What follows belongs to an exercise in optimizing a design on an open flow for small area, a short achievable clock period and few clock cycles; a production flow would make more cautious choices. Where RTL was checked, it was by simulation tests only, not by an equivalence proof against the original. Function not checked in runs 6 and 7: the RTL went through the layout flow alone. No activity file was given, so power comes from the tool's default toggle rates.

### flow/config.mk
export PLATFORM = sky130hd
export DESIGN_NAME = rvCoreTop
export DESIGN_NICKNAME = rvCoreTop
export VERILOG_FILES = /design/flow/design.v
export SDC_FILE = /design/flow/constraint.sdc
export NUM_CORES = 4
export LEC_CHECK = 0
export CAP_MARGIN = 20
export CORE_MARGIN = 2
export CORE_UTILIZATION = 40
export CTS_CLUSTER_DIAMETER = 100
export CTS_CLUSTER_SIZE = 28
export PLACE_DENSITY = 0.6
export SLEW_MARGIN = 20
### flow/flow/run.sh
#!/bin/bash
set -euo pipefail
bash standard.sh SETUP_SLACK_MARGIN=6.45 \
    'BUFFER_PORTS_ARGS=-buffer_cell sky130_fd_sc_hd__buf_2' finish > flow_standard.log 2>&1
### flow/standard.sh
#!/bin/bash
# synth_recipe.tcl (not shown) runs the flow's synth.tcl, then flattens the netlist and writes it again
# the make line also repeats each setting of config.mk as NAME=value (left out here)
make -C /OpenROAD-flow-scripts/flow DESIGN_CONFIG=/design/flow/config.mk WORK_HOME=/design/flow/orfs CLKGATE_MAP_FILE= SYNTH_SCRIPT=/design/flow/synth_recipe.tcl "${@:-finish}"
### flow/design.v
`timescale 1ns/1ps
module rvCoreTop (
    input  logic        clk,
    input  logic        reset,
    output logic [31:0] paddr,
    output logic        psel,
    output logic        penable,
    output logic        pwrite,
    output logic [31:0] pwdata,
    output logic [3:0]  pstrb,
    input  logic [31:0] prdata,
    input  logic        pready
);
    localparam logic [6:0] OP_LUI    = 7'b0110111;
    localparam logic [6:0] OP_IMM    = 7'b0010011;
    localparam logic [6:0] OP_REG    = 7'b0110011;
    localparam logic [6:0] OP_LOAD   = 7'b0000011;
    localparam logic [6:0] OP_STORE  = 7'b0100011;
    localparam logic [6:0] OP_BRANCH = 7'b1100011;
    logic        pselQ, penQ, busData, kill;
    logic [31:2] paddrQ;
    logic        pwriteQ;
    logic [3:0]  pstrbQ;
    logic [31:2] fpc;
    logic        irAhead;
    logic        irV;
    logic [31:0] ir;
    logic xR2;      
    logic xAlu;     
    logic xBr;      
    logic xLd;      
    logic xSt;      
    logic xLwait;   
    logic xLw;      
    logic [31:0] opA, opB;
    logic [4:0]  xRd, xRs2;
    logic [6:0]  xImmHi;
    logic [2:0]  xF3;
    logic [4:0]  xSel;     
    logic        xInv, xBrF;
    logic [1:0]  xAhead;   
    logic [1:0]  xOff;
    logic [31:1] rSelQ;    
    logic        resetQ;   
    logic [31:0] regs [1:31];
    assign paddr   = {paddrQ, 2'b00};
    assign psel    = pselQ;
    assign penable = penQ;
    assign pwrite  = pwriteQ;
    assign pwdata  = opB;   
    assign pstrb   = pstrbQ;
    logic busFree, xferDone, landing, dataDone, fetchSetup;
    assign xferDone   = pselQ & penQ & pready;
    assign busFree    = ~pselQ | xferDone;
    assign landing    = xferDone & ~busData & ~kill;
    assign dataDone   = xferDone & busData;
    assign fetchSetup = pselQ & ~penQ & ~busData;
    logic [6:0] op;
    logic isLui, isOpi, isOp, isLd, isSt, isBr;
    logic [31:0] immI, immS, immU;
    assign op    = ir[6:0];
    assign isLui = op == OP_LUI;
    assign isOpi = op == OP_IMM;
    assign isOp  = op == OP_REG;
    assign isLd  = op == OP_LOAD;
    assign isSt  = op == OP_STORE;
    assign isBr  = op == OP_BRANCH;
    assign immI  = {{20{ir[31]}}, ir[31:20]};
    assign immS  = {{20{ir[31]}}, ir[31:25], ir[11:7]};
    assign immU  = {ir[31:12], 12'b0};
    logic [31:0] rData;
    always_comb begin
        rData = 32'd0;
        for (int r = 1; r < 32; r++) rData = rData | (regs[r] & {32{rSelQ[r]}});
    end
    logic [31:0] sum, aluOut;
    logic        lt, eq, taken;
    assign sum = opA + opB + {31'd0, xInv};   
    assign lt  = $signed(opA) < $signed(opB);
    assign eq  = opA == opB;
    always_comb begin
        aluOut = ({32{xSel[0]}} & sum) | {31'd0, xSel[1] & lt} | ({32{xSel[2]}} & (opA ^ opB)) |
                 ({32{xSel[3]}} & (opA | opB)) | ({32{xSel[4]}} & (opA & opB));
    end
    always_comb begin
        case ({xF3[2], xF3[0]})
            2'b00:   taken = eq;
            2'b01:   taken = ~eq;
            2'b10:   taken = lt;
            default: taken = ~lt;
        endcase
    end
    logic        redirect, redirQ;
    logic [11:0] brOff, adjQ;
    logic [31:2] target;
    assign redirect = redirQ;
    assign brOff  = {xImmHi[6], xImmHi[6], xRd[0], xImmHi[5:0], xRd[4:2]} - {10'd0, xAhead} - 12'd1;
    assign target = fpc + {{18{adjQ[11]}}, adjQ};
    logic [31:0] lane, ldVal;
    assign lane = opB >> {xOff, 3'b000};
    always_comb begin
        case (xF3[1:0])
            2'b00:   ldVal = {{24{lane[7] & ~xF3[2]}}, lane[7:0]};
            2'b01:   ldVal = {{16{lane[15] & ~xF3[2]}}, lane[15:0]};
            default: ldVal = lane;
        endcase
    end
    logic s1, s1Go, dataReq, dataGo, fetchGo, fetchOk, irVNext;
    logic xR2N, xAluN, xBrN, xLdN, xStN, xLwaitN, xLwN;
    assign s1      = irV & ~(xR2 | xLd | xSt | xLwait | xLw) & ~(pselQ & busData & pwriteQ);
    assign s1Go    = s1 & ~redirect;
    assign dataReq = (xLd | xSt) & ~redirect;
    assign dataGo  = busFree & dataReq;
    assign xR2N    = s1Go & (isOp | isBr);
    assign xAluN   = (s1Go & (isLui | isOpi)) | (xR2 & ~xBrF & ~redirect);
    assign xBrN    = xR2 & xBrF & ~redirect;
    assign xLdN    = (s1Go & isLd) | (xLd & ~busFree & ~redirect);
    assign xStN    = (s1Go & isSt) | (xSt & ~busFree & ~redirect);
    assign xLwaitN = (xLd & busFree & ~redirect) | (xLwait & ~dataDone);
    assign xLwN    = xLwait & dataDone;
    assign irVNext = (landing & ~redirect) | (irV & ~s1 & ~redirect);
    assign fetchOk = ~(s1 & (isLd | isSt) & landing);
    assign fetchGo = busFree & ~dataReq & fetchOk & ~xBr;
    always_ff @(posedge clk) begin
        if (reset) begin
            pselQ   <= 1'b0;
            penQ    <= 1'b0;
            busData <= 1'b0;
            kill    <= 1'b0;
            redirQ  <= 1'b0;
            fpc     <= '0;
            irV     <= 1'b0;
            xR2     <= 1'b0;
            xAlu    <= 1'b0;
            xBr     <= 1'b0;
            xLd     <= 1'b0;
            xSt     <= 1'b0;
            xLwait  <= 1'b0;
            xLw     <= 1'b0;
        end else begin
            if (busFree) begin
                pselQ   <= dataGo | fetchGo;
                penQ    <= 1'b0;
                busData <= dataGo;
            end else if (~penQ) begin
                penQ <= 1'b1;
            end
            kill <= pselQ & ~busData & ~xferDone & (kill | redirect);
            redirQ <= xBr & taken;
            if (redirect) fpc <= target;
            else if (fetchSetup) fpc <= paddrQ + 30'd1;
            irV    <= irVNext;
            xR2    <= xR2N;
            xAlu   <= xAluN;
            xBr    <= xBrN;
            xLd    <= xLdN;
            xSt    <= xStN;
            xLwait <= xLwaitN;
            xLw    <= xLwN;
        end
    end
    always_ff @(posedge clk) begin
        adjQ <= brOff - {11'd0, fetchSetup};
        if (landing) irAhead <= 1'b0;
        else if (fetchSetup) irAhead <= 1'b1;
        xAhead <= (s1 ? {1'b0, irAhead} : xAhead) + {1'b0, fetchSetup};
    end
    always_ff @(posedge clk) begin
        if (dataGo) begin
            paddrQ  <= sum[31:2];
            pwriteQ <= xSt;
            pstrbQ  <= xSt ?
                       4'((xF3[1] ? 4'b1111 : xF3[0] ? 4'b0011 : 4'b0001) << sum[1:0]) : 4'b0000;
        end else if (fetchGo) begin
            paddrQ  <= redirect ? target : fpc;
            pwriteQ <= 1'b0;
            pstrbQ  <= 4'b0000;
        end
    end
    always_ff @(posedge clk) begin
        if (landing) ir <= prdata;
    end
    logic [4:0] rIdxN;
    logic       rs2Next;
    assign rs2Next = (s1 & (isOp | isBr | isSt)) | xSt;
    assign rIdxN = rs2Next ? (s1 ? ir[24:20] : xRs2) : ir[19:15];
    always_ff @(posedge clk) begin
        for (int r = 1; r < 32; r++)
            rSelQ[r] <= (landing & ~rs2Next) ? (prdata[19:15] == 5'(r)) : (rIdxN == 5'(r));
    end
    logic bypass;
    assign bypass = xAlu && (xRd != 5'd0) && (xRd == ir[19:15]);
    always_ff @(posedge clk) begin
        if (s1) begin
            opA    <= (isLui | bypass) ? (isLui ? 32'd0 : aluOut) : rData;
            xRd    <= ir[11:7];
            xRs2   <= ir[24:20];
            xImmHi <= ir[31:25];
            xF3    <= isLui ? 3'b000 : ir[14:12];
            xInv   <= isOp & (ir[14:12] == 3'b000) & ir[30];
            xBrF   <= isBr;
        end
        if (reset) xSel <= 5'b00000;
        else if (s1)
            xSel <= {5{isLui | isOpi | isOp}} & (isLui ? 5'b00001 :
                    (ir[14:12] == 3'b010) ? 5'b00010 : (ir[14:12] == 3'b100) ? 5'b00100 :
                    (ir[14:12] == 3'b110) ? 5'b01000 : (ir[14:12] == 3'b111) ? 5'b10000 : 5'b00001);
        if (xR2) opB <= rData ^ {32{xInv}};
        else if (xSt & busFree) opB <= rData << {sum[1:0], 3'b000};
        else if (s1) opB <= isSt ? immS : isLui ? immU : immI;
        else if (xLwait & dataDone) opB <= prdata;
        if (xLd & busFree) xOff <= sum[1:0];
    end
    logic        wEn;
    logic [31:0] wData, wDataG;
    assign wEn    = ((xAlu & ~redirect) | xLw) & (xRd != 5'd0);
    assign wData  = aluOut | ({32{xLw}} & ldVal);
    assign wDataG = wData;
    always_ff @(posedge clk) begin
        resetQ <= reset;
        for (int r = 1; r < 32; r++) begin
            if (resetQ | (wEn & (xRd == 5'(r)))) regs[r] <= wDataG;
        end
    end
endmodule
### flow/constraint.sdc
create_clock -name core_clock -period 10.0 [get_ports {clk}]
set_input_delay 2.0000 -clock core_clock [delete_from_list [all_inputs] [get_ports {clk}]]
set_output_delay 2.0000 -clock core_clock [all_outputs]
set_load 0.01 [all_outputs]
==> impl_metrics.env, run 1 <==
export IMPL_finalSetupTns_ns=0
export IMPL_finalCritPeriodShare_pct=35.6
export IMPL_cts_tree="done"
export IMPL_timing_rr_start="rSelQ[14]"
export IMPL_status="finished clean"
export IMPL_nNetsFinal=4108
export IMPL_cp_required_ns=8.00
export IMPL_synth_xor_area_share_pct=2.02
export IMPL_critPathLaunchType="register"
export IMPL_globalRoute_totalOverflow=0
export IMPL_synth_simple_area_share_pct=7.56
export IMPL_synth_top_area_share_pct=64.5
export IMPL_core_mm2=0.132
export IMPL_avgSynthCellArea_um2=13.7
export IMPL_grt_pass1_vias=33400
export IMPL_rsz0062_at_grt="true"
export IMPL_pre_cts_ws_ns=5.07
export IMPL_yosysUniqueCellTypes=94
export IMPL_synthFlopType="edfxtp_1"
export IMPL_route_detailed_drc=0
export IMPL_crit_start="opB[31]"
export IMPL_place_area_mm2=0.0558
export IMPL_worstSetupPathType="reg -> out"
export IMPL_power_density_mw_per_mm2=162
export IMPL_clock_sinks=1242
export IMPL_final_cell_mix="edfxtp_1 (1142), a22oi_1 (332), nand2_1 (232)"
export IMPL_route_vias_total=36500
export IMPL_cap_violations=0
export IMPL_htreeDepth=2
export IMPL_cp_buffers_inverters=1
export IMPL_dp_hpwl_um=101000
export IMPL_firstDrtPassIters=7
export IMPL_slowest_stage="edfxtp_1"
export IMPL_critical_path_arrival_ns=1.56
export IMPL_setup_viol_count_final=0
export IMPL_fp_dieH_um=368
export IMPL_slowest_delay_ns=0.62
export IMPL_ios=106
export IMPL_die_w_um=368
export IMPL_cts_root_buf="clkbuf_16"
export IMPL_post_route_util_pct=44.6
export IMPL_grt_use_total_pct=26.6
export IMPL_drt_iter0_drc=5690
export IMPL_worstSetupEndpointType="primary output"
export IMPL_initial_core_util_pct=40.4
export IMPL_syn_inst=3870
export IMPL_design_area_mm2=0.0587
export IMPL_gp_congestion=0.903
export IMPL_clockBufferDepth=3
export IMPL_synth_fa_ha_area_share_pct=3.26
export IMPL_post_drt_wl_per_cell_um=33.1
export IMPL_fin_worst_skew_ns=0.0664
export IMPL_seq_area_mm2=0.0363
export IMPL_post_synth_top_area_cell="edfxtp_1"
export IMPL_syn_area_mm2=0.0531
export IMPL_die_area_mm2=0.136
export IMPL_io_buffers=103
export IMPL_synth_top_family_by_area="compound AO/OA/AOI/OAI gates"
export IMPL_worstMarginPinSlew_ns=1.39
export IMPL_yosys_warnings=2
export IMPL_critical_path_max_fanout=6
export IMPL_hold_class="reg -> reg"
export IMPL_rows=133
export IMPL_finalCriticalPeriod_ns=3.56
export IMPL_multi_input_area_mm2=0.0165
export IMPL_vias_per_cell=6.38
export IMPL_worstPathCellList="buf_2"
export IMPL_p_total_w=0.00954
export IMPL_synth_seq_area_share_pct=68.3
export IMPL_drive_gt1_share_pct=13.8
export IMPL_synth_edff_count=1142
export IMPL_synth_seq_cells=1242
export IMPL_slew_headroom_pct=7.42
export IMPL_grt_pass1_wl_um=259000
export IMPL_synthMuxAreaShare_pct=1.13
export IMPL_clk_latency_ns=0.74
export IMPL_wl_um=189000
export IMPL_antenna_found_initial=1
export IMPL_final_antenna_net_count=0
export IMPL_grt_max_degree=82
export IMPL_final_max_slew_viol_count=0
export IMPL_p_leak_nw=21.0
export IMPL_hold_viol_final=0
export IMPL_numCtsBuffers=52
export IMPL_cp_top_family="flip-flops"
export IMPL_peakVddDrop_mv=0.144
export IMPL_n_fill_cell=11700
export IMPL_worstHoldStart="ir[7]"
export IMPL_syn_to_final_growth_pct=10.5
export IMPL_synth_top_cells_by_area="edfxtp_1 (65%), a22oi_1 (4.7%), dfxtp_1 (3.8%)"
export IMPL_worst_slack_ns=6.44
export IMPL_path_clk_slew_ns=0.12
export IMPL_postSynth_asyncResetShare_pct=0
export IMPL_clock_fmax_ghz=0.281
export IMPL_final_common_cell="edfxtp_1"
export IMPL_synth_compound_area_share_pct=14.9
==> synthesized netlist by cell type (9+ instances only) <==
cell and instances:
clkbuf_1 118, nand3_1 125, a21o_1 32, and3_1 21, edfxtp_1 1142, or2_2 10, a31oi_1 32, or4_1 26
mux2i_1 40, o211ai_1 25, a21oi_1 189, xnor2_1 72, o22ai_1 19, o21ai_1 24, a222oi_1 32, nand2_1 260
nand2b_1 16, o21bai_1 27, a221oi_1 82, a22o_1 71, nor2_1 224, ha_1 132, o21ai_0 135, dfxtp_1 100
buf_6 13, nor4_1 9, inv_1 115, and2_1 14, mux2_2 18, xor2_1 49, a22oi_1 333, buf_1 36
nor3_1 25, nor2b_1 13, buf_2 59, o21a_1 12, a211oi_1 34, nand4_1 59, or3_1 14
==> worst paths after layout <==
check                             endpoint  slack (ns)  cells past startpoint
worst max register to register     opB[31]        6.47                      9
worst min-delay path                xRd[0]        0.45                      0
worst min register to register      xRd[0]        0.45                      0
worst max-delay path            pwdata[31]        6.44                      1
==> per-stage QoR <==
stage          hold slack (ns)  cells
3_3_place_gp             0.437   5582
6_report                 0.453   5721
5_1_grt                  0.482   5719
4_1_cts                  0.459   5678
3_5_place_dp             0.434   5582
2_1_floorplan            0.419   3871
==> repair_timing <==
action | in CTS | in global routing
cloned | 4 | 10
buffers inserted | 11 | 31
pin swaps | 10 | 24
hold endpoints to repair | 0 | 0
hold buffers | 0 | 0
resized for setup | 87 | 77
endpoints found under the setup margin | 906 | 849
==> power by group <==
group	internal, W	switching, W
combinational	0.000253	0.000581
clock	0.00103	0.00165
sequential	0.00592	0.000109
total	0.00720	0.00234
==> flip-flops by register name, indices dropped and copies added, names as in the netlist, 2 cells and up <==
register and flops:
pstrbQ 4, opB 32, adjQ 12, fpc 30, ir 32, opA 32
paddrQ 30, xF3 3, xImmHi 7, xSel 5, xRd 5, rSelQ 31
regs 992, xAhead 2, xOff 2, xRs2 5
==> routing by layer <==
| layer | vias to the layer above | GRT usage (%) | part of all wire, % |
|---|---|---|---|
| li1 | 15200 | - | - |
| met1 | 18600 | 36.2 | 38 |
| met2 | 2351 | 43.5 | 47 |
| met3 | 370 | 4.09 | 11 |
| met4 | 0 | 9.12 | 3.9 |
| met5 | - | 0 | 0 |
==> logic make-up (layout without fill, tap and decap cells) <==
group                    Yosys count  count (layout)
buffers and inverters            350             430
flip-flops                      1242            1242
XOR/XNOR                         122             122
AND/OR/NAND/NOR                  844             853
AO/OA/AOI/OAI                   1117            1121
multiplexers                      58              58
adder cells (fa/ha/maj)          136             136
other                              1               4
==> layout make-up <==
type	instances	share of cell area (%)
Clock inverter	9	0.234
Multi-Input combinational cell	2292	28.1
Antenna cell	2	0.00852
Tap cell	1755	3.74
Inverter	119	0.776
Timing Repair Buffer	230	2.77
Clock buffer	72	2.43
Sequential cell	1242	61.9
Testbench counts, summed over its fixed seeds: cycles 75,814.
==> inputs of run 2 (changes only) <==
--- a/flow/config.mk
+++ b/flow/config.mk
@@ -9,6 +9,6 @@
 export CORE_MARGIN = 2
 export CORE_UTILIZATION = 40
 export CTS_CLUSTER_DIAMETER = 100
-export CTS_CLUSTER_SIZE = 28
+export CTS_CLUSTER_SIZE = 25
 export PLACE_DENSITY = 0.6
 export SLEW_MARGIN = 20
==> run 2 against run 1 <==
Still clean on timing, DRC and antenna. Synthesized cell count did not move. Register-to-register slack barely moved. Sequential share of layout area fell by 0.099 points. Area after synthesis did not move. Worst setup slack got worse by 0.037 ns. Routed wire length fell by 0.40%. Die area did not move. Critical endpoint is now pwdata[20]. Largest power group unchanged.
==> impl_metrics.env, run 2 <==
export IMPL_synth_compound_area_share_pct=14.9
export IMPL_clock_fmax_ghz=0.278
export IMPL_fin_worst_skew_ns=0.0444
export IMPL_syn_area_mm2=0.0531
export IMPL_rsz0062_at_grt="true"
export IMPL_grt_max_degree=82
export IMPL_avgSynthCellArea_um2=13.7
export IMPL_synth_top_family_by_area="compound AO/OA/AOI/OAI gates"
export IMPL_synth_top_cells_by_area="edfxtp_1 (65%), a22oi_1 (4.7%), dfxtp_1 (3.8%)"
export IMPL_critical_path_arrival_ns=1.60
export IMPL_post_synth_top_area_cell="edfxtp_1"
export IMPL_hold_ws_ns=0.462
export IMPL_route_detailed_drc=0
export IMPL_cts_root_buf="clkbuf_16"
export IMPL_seq_area_mm2=0.0363
export IMPL_cp_top_family="flip-flops"
export IMPL_vias_per_cell=6.37
export IMPL_cap_violations=0
export IMPL_slowest_delay_ns=0.52
export IMPL_core_mm2=0.132
export IMPL_grt_pass1_vias=33400
export IMPL_die_w_um=368
export IMPL_path_clk_slew_ns=0.11
export IMPL_final_antenna_net_count=0
export IMPL_post_drt_wl_per_cell_um=32.9
export IMPL_setup_viol_count_final=0
export IMPL_grt_use_total_pct=26.6
export IMPL_synth_top_cells_by_count="edfxtp_1 (1142), a22oi_1 (333), nand2_1 (260), nor2_1 (224), a21oi_1 (189)"
export IMPL_gp_congestion=0.903
export IMPL_rows=133
export IMPL_peakVddDrop_mv=0.146
export IMPL_yosys_warnings=2
export IMPL_syn_inst=3870
export IMPL_synth_seq_cells=1242
export IMPL_power_density_mw_per_mm2=164
export IMPL_synthFlopType="edfxtp_1"
export IMPL_pre_cts_ws_ns=5.07
export IMPL_critPathLaunchType="register"
export IMPL_clk_latency_ns=0.73
export IMPL_ios=106
export IMPL_postSynth_asyncResetShare_pct=0
export IMPL_drive_gt1_share_pct=13.8
export IMPL_cts_tree="done"
export IMPL_wl_um=189000
export IMPL_cp_buffers_inverters=2
export IMPL_firstDrtPassIters=8
export IMPL_die_area_mm2=0.136
export IMPL_largest_reg_flops=992
export IMPL_worstSetupEndpointType="primary output"
export IMPL_hold_viol_final=0
export IMPL_clock_sinks=1242
export IMPL_slowest_stage="edfxtp_1"
export IMPL_multi_input_area_mm2=0.0165
export IMPL_worst_slack_ns=6.40
export IMPL_cp_required_ns=8.00
export IMPL_finalSetupTns_ns=0
export IMPL_p_leak_nw=21.1
export IMPL_route_vias_total=36500
export IMPL_n_fill_cell=11700
export IMPL_clockBufferDepth=3
export IMPL_worstMarginPinSlew_ns=1.38
export IMPL_grt_pass1_wl_um=259000
export IMPL_finalCritPeriodShare_pct=36.0
export IMPL_synth_simple_area_share_pct=7.56
export IMPL_drt_iter0_drc=5860
export IMPL_yosysUniqueCellTypes=94
export IMPL_critical_path_max_fanout=5
export IMPL_synth_seq_area_share_pct=68.3
export IMPL_nNetsFinal=4113
export IMPL_finalCriticalPeriod_ns=3.60
export IMPL_worstPathCellList="buf_4 > buf_2"
export IMPL_io_buffers=103
export IMPL_regMostFlops="regs"
export IMPL_fp_dieH_um=368
export IMPL_dp_hpwl_um=101000
export IMPL_worstSetupPathType="reg -> out"
export IMPL_synth_edff_count=1142
export IMPL_status="finished clean"
export IMPL_synth_fa_ha_area_share_pct=3.26
export IMPL_slew_headroom_pct=8.32
export IMPL_synth_xor_area_share_pct=2.02
export IMPL_final_cell_mix="edfxtp_1 (1142), a22oi_1 (333), nand2_1 (232)"
export IMPL_synth_top_area_share_pct=64.5
export IMPL_globalRoute_totalOverflow=0
export IMPL_antenna_found_initial=3
export IMPL_yosysMostFrequentCell="edfxtp_1"
export IMPL_final_common_cell="edfxtp_1"
export IMPL_final_max_slew_viol_count=0
export IMPL_initial_core_util_pct=40.4
export IMPL_numCtsBuffers=57
export IMPL_syn_to_final_growth_pct=10.7
export IMPL_htreeDepth=2
export IMPL_synthMuxAreaShare_pct=1.13
export IMPL_hold_class="reg -> reg"
run 2: cell count changes in the layout (fill, tap and decap cells not counted), moves of 2 or more:
cell       before  now
nor4_2          3    1
clkbuf_1       17   26
clkbuf_16      54   58
buf_4         111  121
buf_12          7    4
a221oi_4        5    3
nand2_4        21   16
ha_4            3    5
buf_6           7    4
run 2: worst paths after layout:
path / depth (start not counted) / slack, ns / from / endpoint
setup / recovery: 2 / 6.40 / opB[20] / pwdata[20]
hold / removal: 0 / 0.46 / ir[7] / xRd[0]
setup reg to reg: 9 / 6.46 / opB[1] / regs[15][9]
hold reg to reg: 0 / 0.46 / ir[7] / xRd[0]
run 2: metrics by stage:
step | area, um2 | util, % | std cells | power, W
2_1_floorplan | 53300 | - | 3871 | 0.00658
3_3_place_gp | 55800 | 42.4 | 5582 | 0.00692
3_5_place_dp | 55800 | 42.4 | 5582 | 0.00693
4_1_cts | 58100 | 44.1 | 5691 | 0.00963
5_1_grt | 58800 | 44.7 | 5732 | 0.00989
6_report | 58800 | 44.7 | 5733 | 0.00964
run 2: cell families after synthesis:
group,Yosys count
AO/OA/AOI/OAI,1117
XOR/XNOR,122
adder cells (fa/ha/maj),136
buffers and inverters,350
flip-flops,1242
multiplexers,58
other,1
AND/OR/NAND/NOR,844
run 2: where the power goes:
group          leakage [nW]  switching (W)  internal, W
clock network         0.821        0.00165      0.00113
logic                  7.75       0.000580     0.000252
registers              12.5       0.000109      0.00592
run 2: area by class of cell:
class	instances	area share (%)
antenna	1	0.00426
clock buffer	85	2.66
clock inverter	9	0.257
inverter	119	0.774
multi-input combinational	2287	28.0
sequential	1242	61.8
tap	1755	3.73
timing repair buffer	235	2.76
run 2: layer usage:
metal | vias to the layer above | part of all wire (%) | global-route usage (%)
li1 | 15200 | - | -
met1 | 18700 | 39 | 36.4
met2 | 2292 | 47 | 43.4
met3 | 356 | 11 | 3.79
met4 | 2 | 3.9 | 9.26
met5 | - | 0.0090 | 0
run 2: repair_timing:
item	4_1_cts	5_1_grt
pin swaps	10	11
gates resized for setup	88	72
hold buffers	0	0
gates cloned	4	5
setup buffers	11	36
setup endpoints to repair	906	873
==> inputs of run 3 (changes only) <==
--- a/flow/config.mk
+++ b/flow/config.mk
@@ -12,3 +12,4 @@
 export CTS_CLUSTER_SIZE = 25
 export PLACE_DENSITY = 0.6
 export SLEW_MARGIN = 20
+export TNS_END_PERCENT = 20
==> run 3 against run 2 <==
Still clean on timing, DRC and antenna. Critical path depth rose by 5. Sequential share of layout area rose by 0.55 points. Worst hold slack got worse by 0.0050 ns. Sequential power barely moved. Combinational power fell by 2%. Worst setup slack got worse by 0.18 ns. Utilization fell by 0.41 points. Fmax fell by 4.8%. Cell count fell by 0.47%. Sequential cell count did not move. Largest cell class unchanged. Largest power group unchanged.
==> impl_metrics.env, run 3 <==
export IMPL_reg2reg_depth=11
export IMPL_final_common_cell="edfxtp_1"
export IMPL_postSynth_asyncResetShare_pct=0
export IMPL_pwr_share_seq_pct=62.7
export IMPL_wl_um=187000
export IMPL_gp_congestion=0.910
export IMPL_htreeDepth=2
export IMPL_path_clk_slew_ns=0.10
export IMPL_clockBufferDepth=3
export IMPL_yosysUniqueCellTypes=94
export IMPL_pwr_share_clk_pct=28.8
export IMPL_drt_met1_wl_um=71700
export IMPL_clk_latency_ns=0.72
export IMPL_globalRoute_totalOverflow=0
export IMPL_peakVddDrop_mv=0.125
export IMPL_hold_class="reg -> reg"
export IMPL_cap_violations=0
export IMPL_syn_inst=3870
export IMPL_io_buffers=103
export IMPL_route_met3_wl_um=19700
export IMPL_initial_core_util_pct=40.4
export IMPL_fin_worst_skew_ns=0.0466
export IMPL_core_mm2=0.132
export IMPL_avgSynthCellArea_um2=13.7
export IMPL_yosys_warnings=2
export IMPL_finalCriticalPeriod_ns=3.78
export IMPL_antenna_found_initial=3
export IMPL_post_synth_top_area_cell="edfxtp_1"
export IMPL_critPathLaunchType="primary input"
export IMPL_switching_share_pct=24.3
export IMPL_regMostFlops="regs"
export IMPL_worstSetupPathType="in -> reg"
export IMPL_cp_required_ns=10.43
export IMPL_post_drt_wl_per_cell_um=32.7
export IMPL_critical_path_max_fanout=15
export IMPL_worstMarginPinSlew_ns=1.14
export IMPL_finalSetupTns_ns=0
export IMPL_synthFlopType="edfxtp_1"
export IMPL_ios=106
export IMPL_finalCritPeriodShare_pct=37.8
export IMPL_vias_per_cell=6.36
export IMPL_final_max_slew_viol_count=0
export IMPL_p_leak_nw=20.9
export IMPL_grt_max_degree=73
export IMPL_dp_hpwl_um=101000
export IMPL_hold_viol_final=0
export IMPL_cts_tree="done"
export IMPL_p_sw_w=0.00233
export IMPL_nNetsFinal=4095
export IMPL_grt_pass1_wl_um=258000
export IMPL_place_area_mm2=0.0558
export IMPL_die_area_mm2=0.136
export IMPL_grt_pass1_vias=33800
export IMPL_p_int_w=0.00728
export IMPL_setup_viol_count_final=0
export IMPL_slew_headroom_pct=23.9
export IMPL_numCtsBuffers=57
export IMPL_final_cell_mix="edfxtp_1 (1142), a22oi_1 (333), nand2_1 (235)"
export IMPL_grt_use_total_pct=26.6
export IMPL_synth_top_cells_by_area="edfxtp_1 (65%), a22oi_1 (4.7%), dfxtp_1 (3.8%)"
export IMPL_syn_to_final_growth_pct=9.67
export IMPL_clock_fmax_ghz=0.265
export IMPL_whs_path_depth=0
export IMPL_synth_seq_area_share_pct=68.3
export IMPL_combPwrFrac_pct=8.5
export IMPL_firstDrtPassIters=9
export IMPL_synth_top_area_share_pct=64.5
export IMPL_critical_path_arrival_ns=4.21
export IMPL_highest_layer="met5"
export IMPL_synth_top_cells_by_count="edfxtp_1 (1142), a22oi_1 (333), nand2_1 (260), nor2_1 (224), a21oi_1 (189)"
export IMPL_power_density_mw_per_mm2=165
export IMPL_final_antenna_net_count=0
export IMPL_cts_hold_buf=0
export IMPL_design_area_mm2=0.0583
export IMPL_synth_seq_cells=1242
export IMPL_diodes=0
export IMPL_met2_length_um=87100
export IMPL_clock_sinks=1242
export IMPL_route_detailed_drc=0
export IMPL_synth_edff_count=1142
export IMPL_die_w_um=368
export IMPL_rows=133
export IMPL_largest_reg_flops=992
export IMPL_fp_dieH_um=368
export IMPL_drive_gt1_share_pct=12.3
export IMPL_rsz0062_at_grt="true"
export IMPL_yosysMostFrequentCell="edfxtp_1"
export IMPL_status="finished clean"
export IMPL_cts_root_buf="clkbuf_16"
export IMPL_route_vias_total=36300
export IMPL_drt_iter0_drc=5746
export IMPL_n_fill_cell=11700
export IMPL_worstSetupEndpointType="register"
export IMPL_syn_area_mm2=0.0531
## run 3: layout make-up
| class | instances | area, um2 | area share, % |
|---|---|---|---|
| repair buffers | 220 | 1520 | 2.60 |
| well taps | 1755 | 2200 | 3.77 |
| multi-input cells | 2284 | 16100 | 27.6 |
| clock buffers | 79 | 1530 | 2.63 |
| flip-flops and latches | 1242 | 36300 | 62.4 |
| clock inverters | 7 | 159 | 0.273 |
| inverters | 119 | 453 | 0.777 |
## run 3: what timing repair did
action                     4_1_cts  5_1_grt
setup endpoints to repair      951      997
resized for setup               61       39
pin swaps                        7        7
gates cloned                     4        2
setup buffers                   11       17
## run 3: power groups by stage
stage | combinational (W) | clock [W] | sequential (W)
finish | 0.000818 | 0.00277 | 0.00602
global route | 0.000872 | 0.00295 | 0.00604
CTS | 0.000799 | 0.00279 | 0.00602
detailed placement | 0.000789 | 0 | 0.00614
global placement | 0.000782 | 0 | 0.00613
floorplan | 0.000460 | 0 | 0.00612
## run 3: cell families (layout without fill, tap and decap cells)
family,count (synthesis),after routing,share of synthesized area (%)
XOR/XNOR,122,122,2.02
flip-flops,1242,1242,68.3
AO/OA/AOI/OAI,1117,1117,14.9
multiplexers,58,58,1.13
buffers and inverters,350,425,2.83
AND/OR/NAND/NOR,844,849,7.56
other,1,2,0.00706
adder cells (fa/ha/maj),136,136,3.26
## run 3: metal layers
metal / up-vias / GRT usage [%]
li1: 15200 / -
met4: 2 / 10.7
met3: 377 / 4.10
met1: 18400 / 36.0
met2: 2304 / 43.1
met5: - / 0
## run 3: per-stage QoR
stage	hold WS (ns)	power (W)	util [%]	std cells	setup slack, ns
finish	0.457	0.00961	44.3	5706	6.22
global placement	0.429	0.00691	42.4	5585	4.92
global route	0.454	0.00987	44.3	5706	6.20
CTS	0.454	0.00961	44.0	5687	6.22
floorplan	0.413	0.00658	-	3871	5.29
detailed placement	0.434	0.00693	42.4	5586	4.95
## run 3: final timing paths
check,endpoint,slack (ns),from
max,opB[16],6.22,pready
max reg2reg,regs[16][11],6.32,xInv
min reg2reg,xRd[4],0.46,ir[11]
min,xRd[4],0.46,ir[11]
## run 3: critical path: stages
cell and delay (ns):
buf_2 0.15, nand2_8 0.06, nand2_1 0.21, and2_1 0.54, a21o_1 0.49, o21ai_0 0.19
o21ai_0 0.56
==> inputs of run 4 (changes only) <==
==> flow/flow/run.sh (replaced) <==
#!/bin/bash
set -euo pipefail
bash standard.sh SETUP_SLACK_MARGIN=6.6 \
    'BUFFER_PORTS_ARGS=-buffer_cell sky130_fd_sc_hd__buf_2' finish > flow_standard.log 2>&1
==> run 4 against run 3 <==
Still clean on timing, DRC and antenna. Final area is 0.80% higher. Routed wire length is 1.2% higher. Sequential cell count stayed put. Critical path depth is 6 lower. Worst setup slack better by 0.16 ns. Cell count is 0.46% higher. Clock-buffer cell count is 7 higher. Utilization is 0.35 points higher. Worst hold slack worse by 0.0054 ns. Critical path type is now reg -> out. Highest routed layer unchanged.
==> impl_metrics.env, run 4 <==
export IMPL_status="finished clean"
export IMPL_use_met1_pct=36.0
export IMPL_critical_path_arrival_ns=1.61
export IMPL_timing_rr_start="opB[24]"
export IMPL_synth_top_area_share_pct=64.5
export IMPL_cap_violations=0
export IMPL_fin_worst_skew_ns=0.0413
export IMPL_final_common_cell="edfxtp_1"
export IMPL_regMostFlops="regs"
export IMPL_initial_core_util_pct=40.4
export IMPL_peakVddDrop_mv=0.165
export IMPL_cp_top_family="flip-flops"
export IMPL_slowest_stage="edfxtp_1"
export IMPL_slew_headroom_pct=20.5
export IMPL_syn_inst=3870
export IMPL_grt_pass1_wl_um=259000
export IMPL_busiest_layer="met2"
export IMPL_fp_dieH_um=368
export IMPL_final_max_slew_viol_count=0
export IMPL_grt_max_degree=68
export IMPL_rsz0062_at_grt="true"
export IMPL_dp_hpwl_um=102000
export IMPL_numCtsBuffers=56
export IMPL_finalCritPeriodShare_pct=36.1
export IMPL_clock_sinks=1242
export IMPL_post_synth_top_area_cell="edfxtp_1"
export IMPL_final_cell_mix="edfxtp_1 (1142), a22oi_1 (333), nand2_1 (233)"
export IMPL_cts_hold_buf=0
export IMPL_ios=106
export IMPL_wl_um=189000
export IMPL_drt_iter0_drc=5534
export IMPL_synthFlopType="edfxtp_1"
export IMPL_critical_path_max_fanout=6
export IMPL_antenna_found_initial=3
export IMPL_synth_top_cells_by_count="edfxtp_1 (1142), a22oi_1 (333), nand2_1 (260), nor2_1 (224), a21oi_1 (189)"
export IMPL_firstDrtPassIters=8
export IMPL_worst_slack_ns=6.39
export IMPL_cp_required_ns=8.00
export IMPL_path_clk_slew_ns=0.11
export IMPL_p_leak_nw=21.0
export IMPL_largest_reg_flops=992
export IMPL_grt_pass1_vias=33500
export IMPL_postSynth_asyncResetShare_pct=0
export IMPL_yosys_warnings=2
export IMPL_globalRoute_totalOverflow=0
export IMPL_n_fill_cell=11700
export IMPL_power_density_mw_per_mm2=163
export IMPL_cts_root_buf="clkbuf_16"
export IMPL_die_w_um=368
export IMPL_gp_congestion=0.902
export IMPL_clk_latency_ns=0.71
export IMPL_pre_cts_ws_ns=5.44
export IMPL_worstMarginPinSlew_ns=1.18
export IMPL_die_area_mm2=0.136
export IMPL_core_mm2=0.132
export IMPL_grt_use_total_pct=26.6
export IMPL_finalCriticalPeriod_ns=3.61
export IMPL_synth_seq_cells=1242
export IMPL_clockBufferDepth=3
export IMPL_worstSetupEndpointType="primary output"
export IMPL_p_total_w=0.00958
export IMPL_cts_tree="done"
export IMPL_io_buffers=103
export IMPL_yosysUniqueCellTypes=94
export IMPL_synth_top_cells_by_area="edfxtp_1 (65%), a22oi_1 (4.7%), dfxtp_1 (3.8%)"
export IMPL_yosysMostFrequentCell="edfxtp_1"
export IMPL_worstHoldStart="ir[7]"
export IMPL_post_drt_wl_per_cell_um=33.0
export IMPL_clock_fmax_ghz=0.277
export IMPL_diodes=0
export IMPL_worstPathCellList="buf_2"
export IMPL_cp_buffers_inverters=1
export IMPL_rows=133
export IMPL_route_vias_total=36400
export IMPL_met2_usage_pct=43.1
export IMPL_route_detailed_drc=0
export IMPL_syn_to_final_growth_pct=10.5
export IMPL_synth_edff_count=1142
export IMPL_hold_viol_final=0
export IMPL_worstSetupPathType="reg -> out"
export IMPL_setup_viol_count_final=0
export IMPL_critPathLaunchType="register"
export IMPL_final_antenna_net_count=0
export IMPL_use_met3_pct=4.14
export IMPL_slowest_delay_ns=0.64
export IMPL_vias_per_cell=6.35
export IMPL_syn_area_mm2=0.0531
export IMPL_drive_gt1_share_pct=13.7
export IMPL_finalSetupTns_ns=0
export IMPL_hold_class="reg -> reg"
export IMPL_avgSynthCellArea_um2=13.7
export IMPL_crit_start="opB[24]"
export IMPL_nNetsFinal=4115
export IMPL_htreeDepth=2
export IMPL_synth_seq_area_share_pct=68.3
## run 4: cell counts after synthesis
No cell type changed its count.
## run 4: logic make-up (layout without fill, tap and decap cells)
family	Yosys count	in the layout	share of synthesized area, %
and+or+nand+nor	844	852	7.56
adders and majority gates	136	136	3.26
other	1	2	0.00706
AOI/OAI and AO/OA	1117	1120	14.9
DFF	1242	1242	68.3
muxes	58	58	1.13
xor gates and xnor gates	122	122	2.02
buffers and inverters	350	445	2.83
## run 4: area by class of cell
| class | instances | area, um2 | area share, % |
|---|---|---|---|
| tap | 1755 | 2200 | 3.74 |
| inverter | 119 | 458 | 0.780 |
| multi-input combinational | 2290 | 16400 | 28.0 |
| clock inverter | 5 | 93.8 | 0.160 |
| clock buffer | 86 | 1560 | 2.65 |
| timing repair buffer | 235 | 1650 | 2.81 |
| sequential | 1242 | 36300 | 61.9 |
## run 4: report_power, final
part	internal [W]	total [W]	switching (W)
Combinational	0.000252	0.000828	0.000576
Clock	0.00109	0.00273	0.00163
Sequential	0.00592	0.00603	0.000110
## run 4: worst paths after layout
path,to,slack [ns],cells past startpoint
hold reg to reg,xRd[0],0.45,0
hold / removal,xRd[0],0.45,0
setup reg to reg,regs[1][0],6.43,12
setup / recovery,pwdata[24],6.39,1
## run 4: per-layer routing
layer / share of wire, % / wire length [um]
met5: 0.011 / 21
met4: 4.7 / 8860
met2: 46 / 87400
met3: 11 / 20400
met1: 38 / 72500
## run 4: timing repair
item | CTS | global route
pin swaps | 16 | 23
resized for setup | 83 | 75
setup endpoints to repair | 1087 | 1041
cloned | 4 | 8
buffers inserted | 21 | 25
## run 4: per-stage QoR
step / hold slack [ns] / std cells / utilization, % / instance area [um2]
floorplan: 0.413 / 3871 / - / 53200
detailed placement: 0.435 / 5583 / 42.4 / 55800
global placement: 0.433 / 5582 / 42.4 / 55800
finish: 0.452 / 5732 / 44.6 / 58700
CTS: 0.456 / 5699 / 44.1 / 58100
global route: 0.474 / 5732 / 44.6 / 58700
==> inputs of run 5 (changes only) <==
==> flow/flow/run.sh (replaced) <==
#!/bin/bash
set -euo pipefail
bash standard.sh SETUP_SLACK_MARGIN=6.75 \
    'BUFFER_PORTS_ARGS=-buffer_cell sky130_fd_sc_hd__buf_2' finish > flow_standard.log 2>&1
--- a/flow/config.mk
+++ b/flow/config.mk
@@ -12,4 +12,3 @@
 export CTS_CLUSTER_SIZE = 25
 export PLACE_DENSITY = 0.6
 export SLEW_MARGIN = 20
-export TNS_END_PERCENT = 20
==> run 5 against run 4 <==
Still clean on timing, DRC and antenna. Synthesized cell count unchanged. Area after synthesis unchanged. Clock skew increased by 0.0079 ns. Critical path depth increased by 11. Register-to-register slack improved by 0.02 ns. Clock power about the same. Routed wire length increased by 5.1%.
==> impl_metrics.env, run 5 <==
export IMPL_status="finished clean"
export IMPL_numCtsBuffers=56
export IMPL_grt_max_degree=68
export IMPL_finalSetupTns_ns=0
export IMPL_rsz0062_at_grt="true"
export IMPL_syn_area_mm2=0.0531
export IMPL_setup_viol_count_final=0
export IMPL_final_common_cell="edfxtp_1"
export IMPL_grt_pass1_wl_um=265000
export IMPL_fin_worst_skew_ns=0.0492
export IMPL_finalCritPeriodShare_pct=35.5
export IMPL_io_buffers=103
export IMPL_synth_top_area_share_pct=64.5
export IMPL_die_w_um=368
export IMPL_yosys_warnings=2
export IMPL_ios=106
export IMPL_synth_seq_cells=1242
export IMPL_regMostFlops="regs"
export IMPL_syn_to_final_growth_pct=16.7
export IMPL_timing_rr_start="opB[17]"
export IMPL_clk_latency_ns=0.73
export IMPL_worstSetupEndpointType="register"
export IMPL_final_antenna_net_count=0
export IMPL_synth_edff_count=1142
export IMPL_route_detailed_drc=0
export IMPL_power_density_mw_per_mm2=156
export IMPL_grt_pass1_vias=34300
export IMPL_die_area_mm2=0.136
export IMPL_critical_path_max_fanout=8
export IMPL_cap_violations=0
export IMPL_grt_use_total_pct=27.4
export IMPL_route_met3_wl_um=23600
export IMPL_n_fill_cell=11400
export IMPL_dp_hpwl_um=100000
export IMPL_initial_core_util_pct=40.4
export IMPL_cts_root_buf="clkbuf_16"
export IMPL_cts_hold_buf=0
export IMPL_met2_length_um=91500
export IMPL_wl_um=199000
export IMPL_reg2reg_depth=12
export IMPL_synth_seq_area_share_pct=68.3
export IMPL_synth_top_cells_by_area="edfxtp_1 (65%), a22oi_1 (4.7%), dfxtp_1 (3.8%)"
export IMPL_clock_sinks=1242
export IMPL_worstMarginPinSlew_ns=1.33
export IMPL_hold_ws_ns=0.468
export IMPL_antenna_found_initial=6
export IMPL_postSynth_asyncResetShare_pct=0
export IMPL_core_mm2=0.132
export IMPL_cp_required_ns=10.41
export IMPL_fp_dieH_um=368
export IMPL_synth_top_cells_by_count="edfxtp_1 (1142), a22oi_1 (333), nand2_1 (260), nor2_1 (224), a21oi_1 (189)"
export IMPL_worstSetupPathType="reg -> reg"
export IMPL_p_leak_nw=22.4
export IMPL_worstHoldStart="xRs2[0]"
export IMPL_rows=133
export IMPL_globalRoute_totalOverflow=0
export IMPL_whs_path_depth=2
export IMPL_final_cell_mix="edfxtp_1 (1142), a22oi_1 (330), nand2_1 (224)"
export IMPL_drive_gt1_share_pct=20.2
export IMPL_r2r_end="regs[10][26]"
export IMPL_largest_reg_flops=992
export IMPL_avgSynthCellArea_um2=13.7
export IMPL_drt_iter0_drc=6067
export IMPL_clockBufferDepth=3
export IMPL_critPathLaunchType="register"
export IMPL_syn_inst=3870
export IMPL_gp_congestion=0.901
export IMPL_vias_per_cell=6.42
export IMPL_min_to="xRs2[0]"
export IMPL_post_synth_top_area_cell="edfxtp_1"
export IMPL_drt_met1_wl_um=74600
export IMPL_peakVddDrop_mv=0.155
export IMPL_yosysMostFrequentCell="edfxtp_1"
export IMPL_finalCriticalPeriod_ns=3.55
export IMPL_firstDrtPassIters=7
export IMPL_clock_fmax_ghz=0.282
export IMPL_post_drt_wl_per_cell_um=33.7
export IMPL_cts_tree="done"
export IMPL_final_max_slew_viol_count=0
export IMPL_path_clk_slew_ns=0.10
export IMPL_slew_headroom_pct=11.4
export IMPL_highest_layer="met5"
export IMPL_hold_viol_final=0
export IMPL_critical_path_arrival_ns=3.96
export IMPL_hold_class="reg -> reg"
export IMPL_nNetsFinal=4285
export IMPL_reg2reg_slack_ns=6.45
export IMPL_yosysUniqueCellTypes=94
export IMPL_htreeDepth=2
export IMPL_route_vias_total=37900
export IMPL_synthFlopType="edfxtp_1"
run 5: cell count changes in the layout (fill, tap and decap cells not counted), moves of 12 or more:
cell     delta
ha_1       -21
a21oi_1    -12
or4_1      -13
buf_4      +96
buf_2      -40
buf_12     +13
nand2_8    +42
inv_1      -12
buf_6      +63
or4_4      +13
ha_4       +17
run 5: kinds of logic (layout without fill, tap and decap cells):
| family | Yosys count | after routing | share of synthesized area [%] |
|---|---|---|---|
| AO/OA/AOI/OAI | 1117 | 1122 | 14.9 |
| multiplexers | 58 | 58 | 1.13 |
| buffers and inverters | 350 | 580 | 2.83 |
| flip-flops | 1242 | 1242 | 68.3 |
| XOR/XNOR | 122 | 122 | 2.02 |
| adder cells (fa/ha/maj) | 136 | 136 | 3.26 |
| AND/OR/NAND/NOR | 844 | 886 | 7.56 |
| other | 1 | 3 | 0.00706 |
run 5: worst max-delay path by stage:
stage / start / endpoint / slack, ns
after floorplan: pready / rSelQ[4] / 5.29
after global placement: xInv / regs[20][28] / 5.17
after detailed placement: xInv / regs[22][28] / 5.21
after CTS: opB[19] / pwdata[19] / 6.50
after global routing: opB[17] / regs[7][26] / 6.38
final: opB[17] / regs[10][26] / 6.45
run 5: area by class of cell:
| class | instances | area, um2 | share of cell area (%) |
|---|---|---|---|
| Multi-Input combinational cell | 2326 | 18100 | 29.2 |
| Inverter | 119 | 463 | 0.747 |
| Sequential cell | 1242 | 36400 | 58.6 |
| Tap cell | 1755 | 2200 | 3.54 |
| Antenna cell | 1 | 2.50 | 0.00404 |
| Clock buffer | 87 | 1550 | 2.50 |
| Timing Repair Buffer | 369 | 3220 | 5.19 |
| Clock inverter | 5 | 97.6 | 0.157 |
run 5: what timing repair did:
action                                   CTS  global route
cloned                                    18            34
pin swaps                                 44            73
gates resized for setup                  262           216
endpoints found under the setup margin  1183          1003
setup buffers                             99            77
run 5: per-layer routing:
metal | GRT usage (%) | up-vias
met5 | 0 | -
met4 | 10.8 | 2
met1 | 37.1 | 19200
li1 | - | 15600
met3 | 4.63 | 453
met2 | 44.0 | 2644
run 5: power by group:
part	total, W	internal [W]	leakage [nW]	switching (W)
sequential	0.00602	0.00592	12.5	0.000101
combinational	0.000938	0.000314	9.16	0.000624
clock	0.00274	0.00109	0.786	0.00165
run 5: metrics by stage:
stage	area, um2	util (%)	power [W]	cells	setup slack [ns]
floorplan	53300	-	0.00658	3871	5.29
global placement	55900	42.4	0.00692	5582	5.17
detailed placement	55900	42.4	0.00693	5582	5.21
CTS	59800	45.4	0.00961	5791	6.50
global route	62000	47.1	0.00993	5903	6.38
finish	62000	47.1	0.00969	5904	6.45
run 5: critical path: stages, from the launching register on:
cell	delay, ns
edfxtp_1	0.52
buf_4	0.19
ha_1	0.27
a21oi_1	0.32
o211ai_1	0.18
a221oi_2	0.44
o211ai_1	0.18
buf_4	0.21
a31oi_4	0.19
xnor2_2	0.14
a221oi_4	0.30
buf_12	0.21
nand2_8	0.09
==> inputs of run 6 (changes only) <==
--- a/flow/design.v
+++ b/flow/design.v
@@ -21,6 +21,7 @@
     logic [31:2] paddrQ;
     logic        pwriteQ;
     logic [3:0]  pstrbQ;
+    logic [31:0] pwdataQ;
     logic [31:2] fpc;
     logic        irAhead;
     logic        irV;
@@ -47,7 +48,7 @@
     assign psel    = pselQ;
     assign penable = penQ;
     assign pwrite  = pwriteQ;
-    assign pwdata  = opB;   
+    assign pwdata  = pwdataQ;
     assign pstrb   = pstrbQ;
     logic busFree, xferDone, landing, dataDone, fetchSetup;
     assign xferDone   = pselQ & penQ & pready;
@@ -107,7 +108,7 @@
     end
     logic s1, s1Go, dataReq, dataGo, fetchGo, fetchOk, irVNext;
     logic xR2N, xAluN, xBrN, xLdN, xStN, xLwaitN, xLwN;
-    assign s1      = irV & ~(xR2 | xLd | xSt | xLwait | xLw) & ~(pselQ & busData & pwriteQ);
+    assign s1      = irV & ~(xR2 | xLd | xSt | xLwait | xLw) & ~(pselQ & ~penQ & busData & pwriteQ);
     assign s1Go    = s1 & ~redirect;
     assign dataReq = (xLd | xSt) & ~redirect;
     assign dataGo  = busFree & dataReq;
@@ -166,6 +167,7 @@
         xAhead <= (s1 ? {1'b0, irAhead} : xAhead) + {1'b0, fetchSetup};
     end
     always_ff @(posedge clk) begin
+        if (xSt & busFree) pwdataQ <= rData << {sum[1:0], 3'b000};
         if (dataGo) begin
             paddrQ  <= sum[31:2];
             pwriteQ <= xSt;
@@ -206,7 +208,6 @@
                     (ir[14:12] == 3'b010) ? 5'b00010 : (ir[14:12] == 3'b100) ? 5'b00100 :
                     (ir[14:12] == 3'b110) ? 5'b01000 : (ir[14:12] == 3'b111) ? 5'b10000 : 5'b00001);
         if (xR2) opB <= rData ^ {32{xInv}};
-        else if (xSt & busFree) opB <= rData << {sum[1:0], 3'b000};
         else if (s1) opB <= isSt ? immS : isLui ? immU : immI;
         else if (xLwait & dataDone) opB <= prdata;
         if (xLd & busFree) xOff <= sum[1:0];
==> flow/flow/run.sh (replaced) <==
#!/bin/bash
set -euo pipefail
bash standard.sh SETUP_SLACK_MARGIN=6.45 \
    'BUFFER_PORTS_ARGS=-buffer_cell sky130_fd_sc_hd__buf_2' finish > flow_standard.log 2>&1
==> run 6 against run 5 <==
Still clean. Non-clock buffer count shrank 95. Power grew 3.0%. Sequential share of layout area grew 2.6 points. Clock skew grew 0.015 ns. Global-route usage grew 0.73 points. Cell count shrank 0.80%. Critical path type unchanged. Critical endpoint is now regs[2][26].
==> impl_metrics.env, run 6 <==
export IMPL_synth_top_cells_by_count="edfxtp_1 (1174), a22oi_1 (333), nor2_1 (253), nand2_1 (227), a21oi_1 (186)"
export IMPL_vias_per_cell=6.42
export IMPL_route_vias_total=37600
export IMPL_hold_class="reg -> reg"
export IMPL_cts_hold_buf=0
export IMPL_use_met3_pct=5.38
export IMPL_cp_buffers_inverters=4
export IMPL_grt_use_total_pct=28.1
export IMPL_p_int_w=0.00753
export IMPL_p_total_w=0.00998
export IMPL_ios=106
export IMPL_grt_pass1_wl_um=273000
export IMPL_power_density_mw_per_mm2=164
export IMPL_grt_pass1_vias=35000
export IMPL_synth_edff_count=1174
export IMPL_postSynth_asyncResetShare_pct=0
export IMPL_pwr_share_clk_pct=29.3
export IMPL_fp_dieH_um=372
export IMPL_busiest_layer="met2"
export IMPL_htreeDepth=2
export IMPL_slowest_stage="edfxtp_1"
export IMPL_core_mm2=0.134
export IMPL_switching_share_pct=24.6
export IMPL_clockBufferDepth=3
export IMPL_synth_simple_area_share_pct=7.67
export IMPL_final_cell_mix="edfxtp_1 (1174), a22oi_1 (333), nor2_1 (243)"
export IMPL_use_met1_pct=37.4
export IMPL_cts_tree="done"
export IMPL_finalCritPeriodShare_pct=37.1
export IMPL_final_common_cell="edfxtp_1"
export IMPL_critical_path_arrival_ns=4.12
export IMPL_regMostFlops="regs"
export IMPL_route_detailed_drc=0
export IMPL_worstPathCellList="fa_2 > inv_2 > fa_2 > nor2b_4 > o31a_1 > o211ai_2 > nand3_2 > a32oi_4 > buf_12 > a2111oi_4 > buf_4 > nor2_4 > xnor2_4 > a221oi_4 > buf_12 > o21ai_4"
export IMPL_reg2reg_slack_ns=6.29
export IMPL_setup_viol_count_final=0
export IMPL_globalRoute_totalOverflow=0
export IMPL_syn_area_mm2=0.0541
export IMPL_avgSynthCellArea_um2=13.8
export IMPL_combPwrFrac_pct=8.9
export IMPL_cts_root_buf="clkbuf_16"
export IMPL_pwr_share_seq_pct=61.8
export IMPL_worstSetupEndpointType="register"
export IMPL_worstSetupPathType="reg -> reg"
export IMPL_post_synth_top_area_cell="edfxtp_1"
export IMPL_worstHoldStart="ir[8]"
export IMPL_synth_xor_area_share_pct=1.88
export IMPL_synth_fa_ha_area_share_pct=3.22
export IMPL_clock_fmax_ghz=0.270
export IMPL_yosys_warnings=2
export IMPL_synth_top_area_share_pct=65.2
export IMPL_cp_required_ns=10.42
export IMPL_finalCriticalPeriod_ns=3.71
export IMPL_wl_um=199000
export IMPL_post_drt_wl_per_cell_um=33.9
export IMPL_n_fill_cell=11800
export IMPL_syn_inst=3924
export IMPL_p_leak_nw=21.7
export IMPL_synth_seq_area_share_pct=68.9
export IMPL_numCtsBuffers=60
export IMPL_synthFlopType="edfxtp_1"
export IMPL_clock_sinks=1274
export IMPL_clk_latency_ns=0.76
export IMPL_firstDrtPassIters=7
export IMPL_synth_compound_area_share_pct=14.6
export IMPL_slew_headroom_pct=23.5
export IMPL_cp_top_family="compound AO/OA/AOI/OAI gates"
export IMPL_critPathLaunchType="register"
export IMPL_cap_violations=0
export IMPL_worstMarginPinSlew_ns=1.14
export IMPL_rsz0062_at_grt="true"
export IMPL_synth_top_family_by_area="compound AO/OA/AOI/OAI gates"
export IMPL_gp_congestion=0.952
export IMPL_largest_reg_flops=992
export IMPL_p_sw_w=0.00246
export IMPL_fin_worst_skew_ns=0.0645
export IMPL_dp_hpwl_um=109000
export IMPL_antenna_found_initial=5
export IMPL_final_max_slew_viol_count=0
export IMPL_peakVddDrop_mv=0.148
export IMPL_status="finished clean"
export IMPL_slowest_delay_ns=0.52
export IMPL_drive_gt1_share_pct=15.2
export IMPL_io_buffers=103
export IMPL_critical_path_max_fanout=8
export IMPL_synth_top_cells_by_area="edfxtp_1 (65%), a22oi_1 (4.6%), dfxtp_1 (3.7%)"
export IMPL_met2_usage_pct=44.3
export IMPL_yosysMostFrequentCell="edfxtp_1"
export IMPL_final_antenna_net_count=0
export IMPL_crit_start="opA[0]"
export IMPL_synth_seq_cells=1274
export IMPL_die_area_mm2=0.138
export IMPL_hold_viol_final=0
export IMPL_drt_iter0_drc=5742
export IMPL_grt_max_degree=65
export IMPL_nNetsFinal=4223
export IMPL_path_clk_slew_ns=0.11
export IMPL_die_w_um=372
export IMPL_synthMuxAreaShare_pct=1.19
export IMPL_finalSetupTns_ns=0
export IMPL_syn_to_final_growth_pct=12.7
export IMPL_timing_rr_start="opA[0]"
export IMPL_yosysUniqueCellTypes=91
export IMPL_rows=134
export IMPL_initial_core_util_pct=40.4
-- run 6: logic make-up after synthesis --
| family | Yosys count |
|---|---|
| other | 1 |
| and+or+nand+nor | 872 |
| xor gates and xnor gates | 116 |
| DFF | 1274 |
| buffers and inverters | 355 |
| adders and majority gates | 137 |
| AOI/OAI and AO/OA | 1106 |
| muxes | 63 |
-- run 6: metal layers --
metal / share of wire (%) / vias up
met5: 0.021 / -
met4: 5.5 / 6
met3: 12 / 457
met2: 46 / 2623
met1: 37 / 19000
li1: - / 15600
-- run 6: final cells by class --
cell class	count	area [um2]	share of cell area (%)
well taps	1768	2210	3.63
flip-flops and latches	1274	37300	61.2
multi-input cells	2315	16900	27.8
diodes	2	5.00	0.00822
inverters	126	479	0.787
clock inverters	10	199	0.327
clock buffers	87	1630	2.68
repair inverters	1	5.00	0.00822
repair buffers	274	2170	3.56
-- run 6: power by group through the flow --
stage                     clock network [W]  logic, W  registers, W
after global routing                0.00310  0.000931       0.00619
after floorplan                           0  0.000453       0.00626
final                               0.00293  0.000884       0.00617
after CTS                           0.00294  0.000844       0.00617
after detailed placement                  0  0.000808       0.00629
after global placement                    0  0.000798       0.00628
-- run 6: path summary, 6_finish.rpt --
path	cells past startpoint	end
setup reg to reg	16	regs[2][26]
hold / removal	0	xRd[1]
setup / recovery	16	regs[2][26]
hold reg to reg	0	xRd[1]
-- run 6: timing repair --
item / in CTS / in global routing
setup endpoints to repair: 898 / 900
pin swaps: 36 / 27
buffers inserted: 47 / 27
endpoints found under the hold margin: 0 / 0
resized for setup: 127 / 80
cloned: 22 / 2
-- run 6: through the flow --
stage / worst slack [ns] / hold WS, ns / cells / area [um2] / utilization [%]
after floorplan: 5.91 / 0.419 / 3925 / 54200 / -
after global placement: 5.25 / 0.430 / 5656 / 57000 / 42.6
after detailed placement: 5.14 / 0.441 / 5659 / 57000 / 42.6
after CTS: 6.26 / 0.464 / 5825 / 60300 / 45.0
after global routing: 6.18 / 0.477 / 5857 / 60900 / 45.5
final: 6.29 / 0.467 / 5857 / 60900 / 45.5
==> inputs of run 7 (changes only) <==
--- a/flow/design.v
+++ b/flow/design.v
@@ -21,7 +21,6 @@
     logic [31:2] paddrQ;
     logic        pwriteQ;
     logic [3:0]  pstrbQ;
-    logic [31:0] pwdataQ;
     logic [31:2] fpc;
     logic        irAhead;
     logic        irV;
@@ -48,7 +47,7 @@
     assign psel    = pselQ;
     assign penable = penQ;
     assign pwrite  = pwriteQ;
-    assign pwdata  = pwdataQ;
+    assign pwdata  = opB;   
     assign pstrb   = pstrbQ;
     logic busFree, xferDone, landing, dataDone, fetchSetup;
     assign xferDone   = pselQ & penQ & pready;
@@ -108,7 +107,7 @@
     end
     logic s1, s1Go, dataReq, dataGo, fetchGo, fetchOk, irVNext;
     logic xR2N, xAluN, xBrN, xLdN, xStN, xLwaitN, xLwN;
-    assign s1      = irV & ~(xR2 | xLd | xSt | xLwait | xLw) & ~(pselQ & ~penQ & busData & pwriteQ);
+    assign s1      = irV & ~(xR2 | xLd | xSt | xLwait) & ~(pselQ & busData & pwriteQ);
     assign s1Go    = s1 & ~redirect;
     assign dataReq = (xLd | xSt) & ~redirect;
     assign dataGo  = busFree & dataReq;
@@ -167,7 +166,6 @@
         xAhead <= (s1 ? {1'b0, irAhead} : xAhead) + {1'b0, fetchSetup};
     end
     always_ff @(posedge clk) begin
-        if (xSt & busFree) pwdataQ <= rData << {sum[1:0], 3'b000};
         if (dataGo) begin
             paddrQ  <= sum[31:2];
             pwriteQ <= xSt;
@@ -190,11 +188,12 @@
         for (int r = 1; r < 32; r++)
             rSelQ[r] <= (landing & ~rs2Next) ? (prdata[19:15] == 5'(r)) : (rIdxN == 5'(r));
     end
+    logic [31:0] wData;   
     logic bypass;
-    assign bypass = xAlu && (xRd != 5'd0) && (xRd == ir[19:15]);
+    assign bypass = (xAlu | xLw) && (xRd != 5'd0) && (xRd == ir[19:15]);
     always_ff @(posedge clk) begin
         if (s1) begin
-            opA    <= (isLui | bypass) ? (isLui ? 32'd0 : aluOut) : rData;
+            opA    <= (isLui | bypass) ? (isLui ? 32'd0 : wData) : rData;
             xRd    <= ir[11:7];
             xRs2   <= ir[24:20];
             xImmHi <= ir[31:25];
@@ -208,12 +207,13 @@
                     (ir[14:12] == 3'b010) ? 5'b00010 : (ir[14:12] == 3'b100) ? 5'b00100 :
                     (ir[14:12] == 3'b110) ? 5'b01000 : (ir[14:12] == 3'b111) ? 5'b10000 : 5'b00001);
         if (xR2) opB <= rData ^ {32{xInv}};
+        else if (xSt & busFree) opB <= rData << {sum[1:0], 3'b000};
         else if (s1) opB <= isSt ? immS : isLui ? immU : immI;
         else if (xLwait & dataDone) opB <= prdata;
         if (xLd & busFree) xOff <= sum[1:0];
     end
     logic        wEn;
-    logic [31:0] wData, wDataG;
+    logic [31:0] wDataG;
     assign wEn    = ((xAlu & ~redirect) | xLw) & (xRd != 5'd0);
     assign wData  = aluOut | ({32{xLw}} & ldVal);
     assign wDataG = wData;
==> run 7 against run 6 <==
Sequential cell count fell by 32. First-iteration DRC count increased by 9.6%. Register-to-register slack better by 0.04 ns. Synthesized cell count is 0.43% lower. Area after synthesis fell by 1.5%. Worst hold slack lost 0.0060 ns. Combinational power is 2.4% lower.
==> impl_metrics.env, run 7 <==
export IMPL_path_clk_slew_ns=0.11
export IMPL_grt_pass1_wl_um=267000
export IMPL_grt_pass1_vias=34500
export IMPL_postSynth_asyncResetShare_pct=0
export IMPL_rsz0062_at_grt="true"
export IMPL_hold_viol_final=0
export IMPL_yosysMostFrequentCell="edfxtp_1"
export IMPL_seq_area_mm2=0.0363
export IMPL_ios=106
export IMPL_clock_fmax_ghz=0.272
export IMPL_p_total_w=0.00969
export IMPL_slew_headroom_pct=20.7
export IMPL_htreeDepth=2
export IMPL_io_buffers=103
export IMPL_peakVddDrop_mv=0.156
export IMPL_synth_top_cells_by_area="edfxtp_1 (64%), a22oi_1 (5.1%), dfxtp_1 (3.8%)"
export IMPL_fin_worst_skew_ns=0.0478
export IMPL_drt_iter0_drc=6294
export IMPL_worstMarginPinSlew_ns=1.18
export IMPL_synth_edff_count=1142
export IMPL_worstSetupEndpointType="register"
export IMPL_finalSetupTns_ns=0
export IMPL_yosys_warnings=2
export IMPL_final_cell_mix="edfxtp_1 (1142), a22oi_1 (360), nand2_1 (242)"
export IMPL_synth_top_cells_by_count="edfxtp_1 (1142), a22oi_1 (362), nand2_1 (248), nor2_1 (244), clkbuf_1 (185)"
export IMPL_rows=133
export IMPL_worstSetupPathType="reg -> reg"
export IMPL_syn_to_final_growth_pct=12.0
export IMPL_finalCritPeriodShare_pct=36.7
export IMPL_syn_area_mm2=0.0532
export IMPL_dp_hpwl_um=102000
export IMPL_post_route_util_pct=45.2
export IMPL_setup_viol_count_final=0
export IMPL_fp_dieH_um=369
export IMPL_critPathLaunchType="register"
export IMPL_synth_seq_area_share_pct=68.2
export IMPL_status="finished clean"
export IMPL_clockBufferDepth=3
export IMPL_post_drt_wl_per_cell_um=33.3
export IMPL_final_max_slew_viol_count=0
export IMPL_wl_um=193000
export IMPL_finalNonFillerCells=5800
export IMPL_critical_path_max_fanout=3
export IMPL_cp_required_ns=10.48
export IMPL_grt_max_degree=67
export IMPL_critical_path_arrival_ns=4.15
export IMPL_nNetsFinal=4181
export IMPL_final_antenna_net_count=0
export IMPL_synth_top_area_share_pct=64.4
export IMPL_syn_inst=3907
export IMPL_cts_tree="done"
export IMPL_clk_latency_ns=0.72
export IMPL_finalCriticalPeriod_ns=3.67
export IMPL_avgSynthCellArea_um2=13.6
export IMPL_yosysUniqueCellTypes=82
export IMPL_die_area_mm2=0.136
export IMPL_clock_sinks=1242
export IMPL_grt_use_total_pct=27.5
export IMPL_cts_hold_buf=0
export IMPL_p_leak_nw=21.4
export IMPL_power_density_mw_per_mm2=162
export IMPL_post_synth_top_area_cell="edfxtp_1"
export IMPL_die_w_um=369
export IMPL_largest_reg_flops=992
export IMPL_drive_gt1_share_pct=14.1
export IMPL_pre_cts_ws_ns=5.44
export IMPL_vias_per_cell=6.42
export IMPL_route_detailed_drc=0
export IMPL_numCtsBuffers=58
export IMPL_route_vias_total=37200
export IMPL_synth_seq_cells=1242
export IMPL_gp_congestion=0.915
export IMPL_final_common_cell="edfxtp_1"
export IMPL_cts_root_buf="clkbuf_16"
export IMPL_core_mm2=0.132
export IMPL_globalRoute_totalOverflow=0
export IMPL_dpl_cell_count=5631
export IMPL_antenna_found_initial=2
export IMPL_worst_slack_ns=6.33
export IMPL_hold_class="reg -> reg"
export IMPL_firstDrtPassIters=7
export IMPL_regMostFlops="regs"
export IMPL_cap_violations=0
export IMPL_synthFlopType="edfxtp_1"
export IMPL_initial_core_util_pct=40.4
export IMPL_multi_input_area_mm2=0.0169
export IMPL_n_fill_cell=11800
-- run 7: cell count changes after synthesis, moves of 16 or more --
cell      delta
a211oi_1    -18
a21oi_1     -20
a221o_1     +16
a221oi_1    -20
a22oi_1     +29
a31oi_1     +20
clkbuf_1    +29
edfxtp_1    -32
nand2_1     +21
nand3_1     -17
nand4_1     +18
o22ai_1     +18
xnor2_1     +16
xor2_1      -17
-- run 7: power by group --
part           internal (W)  switching, W  total (W)
sequential          0.00592      0.000108    0.00603
combinational      0.000271      0.000592   0.000863
clock               0.00113       0.00166    0.00279
total               0.00732       0.00236    0.00969
-- run 7: cells by family (layout without fill, tap and decap cells) --
family | after synthesis | count (layout) | share of synthesized area, %
flip-flops | 1242 | 1242 | 68.2
AO/OA/AOI/OAI | 1125 | 1136 | 15.1
AND/OR/NAND/NOR | 874 | 875 | 7.82
buffers and inverters | 349 | 473 | 2.49
adder cells (fa/ha/maj) | 136 | 136 | 3.25
XOR/XNOR | 115 | 115 | 1.89
multiplexers | 65 | 65 | 1.27
other | 1 | 3 | 0.00704
-- run 7: repair_timing --
action / 4_1_cts / 5_1_grt
gates cloned: 16 / 1
buffers inserted: 38 / 18
setup endpoints to repair: 784 / 544
gates resized for setup: 98 / 67
pin swaps: 31 / 24
-- run 7: path summary, 6_finish.rpt --
path	start	endpoint	slack, ns	depth (start not counted)
max	xInv	opA[24]	6.33	13
max reg2reg	xInv	opA[24]	6.33	13
min reg2reg	xRs2[0]	xRs2[0]	0.46	2
min	xRs2[0]	xRs2[0]	0.46	2
-- run 7: critical path: stages, from the launching register on --
cell	delay, ns
edfxtp_1	0.45
buf_12	0.16
fa_2	0.38
inv_2	0.08
fa_2	0.20
nor2b_2	0.04
o31a_1	0.31
o31a_1	0.29
o21ai_2	0.18
nand4b_1	0.26
a31oi_4	0.29
xnor2_4	0.12
a221o_4	0.47
o21a_1	0.20
-- run 7: cell type report --
| class | instances | area share [%] |
|---|---|---|
| diodes | 1 | 0.00420 |
| multi-input cells | 2329 | 28.3 |
| well taps | 1755 | 3.68 |
| clock buffers | 85 | 2.66 |
| repair buffers | 265 | 3.44 |
| clock inverters | 9 | 0.271 |
| inverters | 114 | 0.730 |
| flip-flops and latches | 1242 | 61.0 |
-- run 7: metal layers --
layer,vias to the layer above,share of wire (%),global-route usage (%)
li1,15500,-,-
met1,18900,39,37.8
met2,2461,46,43.8
met3,387,12,5.22
met4,0,4.1,9.54
met5,-,0,0
-- run 7: per-stage QoR --
step	area, um2	hold slack, ns
after floorplan	53400	0.419
after global placement	56300	0.431
after detailed placement	56300	0.435
after CTS	59100	0.456
after global routing	59600	0.487
final	59600	0.461

-- port drivers added, routing unchanged --
How much do the figures lean on ideal ports? The routed layouts below were timed once more, with nothing changed but the port constraints.
Step 1: set_driving_cell puts a clkbuf_16 on clk and a buf_2 on each other input, an assumption about the parent block.
Step 2 times the ports against the registers' clock, not the clock port: input delays grow and output delays shrink by t, the midpoint of the rising clock arrivals with the driver on.
Three values: no drivers, after step 1, after step 2; two values: the first two.
| run | t, ns | setup WS [ns] |
|---|---|---|
| run 1 | 0.783 | 6.441 / 6.365 / 5.675 |
| run 2 | 0.778 | 6.404 / 6.329 / 5.777 |
| run 3 | 0.770 | 6.223 / 6.213 / 5.489 |
| run 4 | 0.764 | 6.387 / 6.308 / 5.714 |
| run 5 | 0.788 | 6.453 / 6.382 / 6.014 |
| run 6 | 0.802 | 6.292 / 6.292 / 5.935 |
| run 7 | 0.776 | 6.327 / 6.327 / 5.869 |
After both steps setup and hold are still met in every run listed.
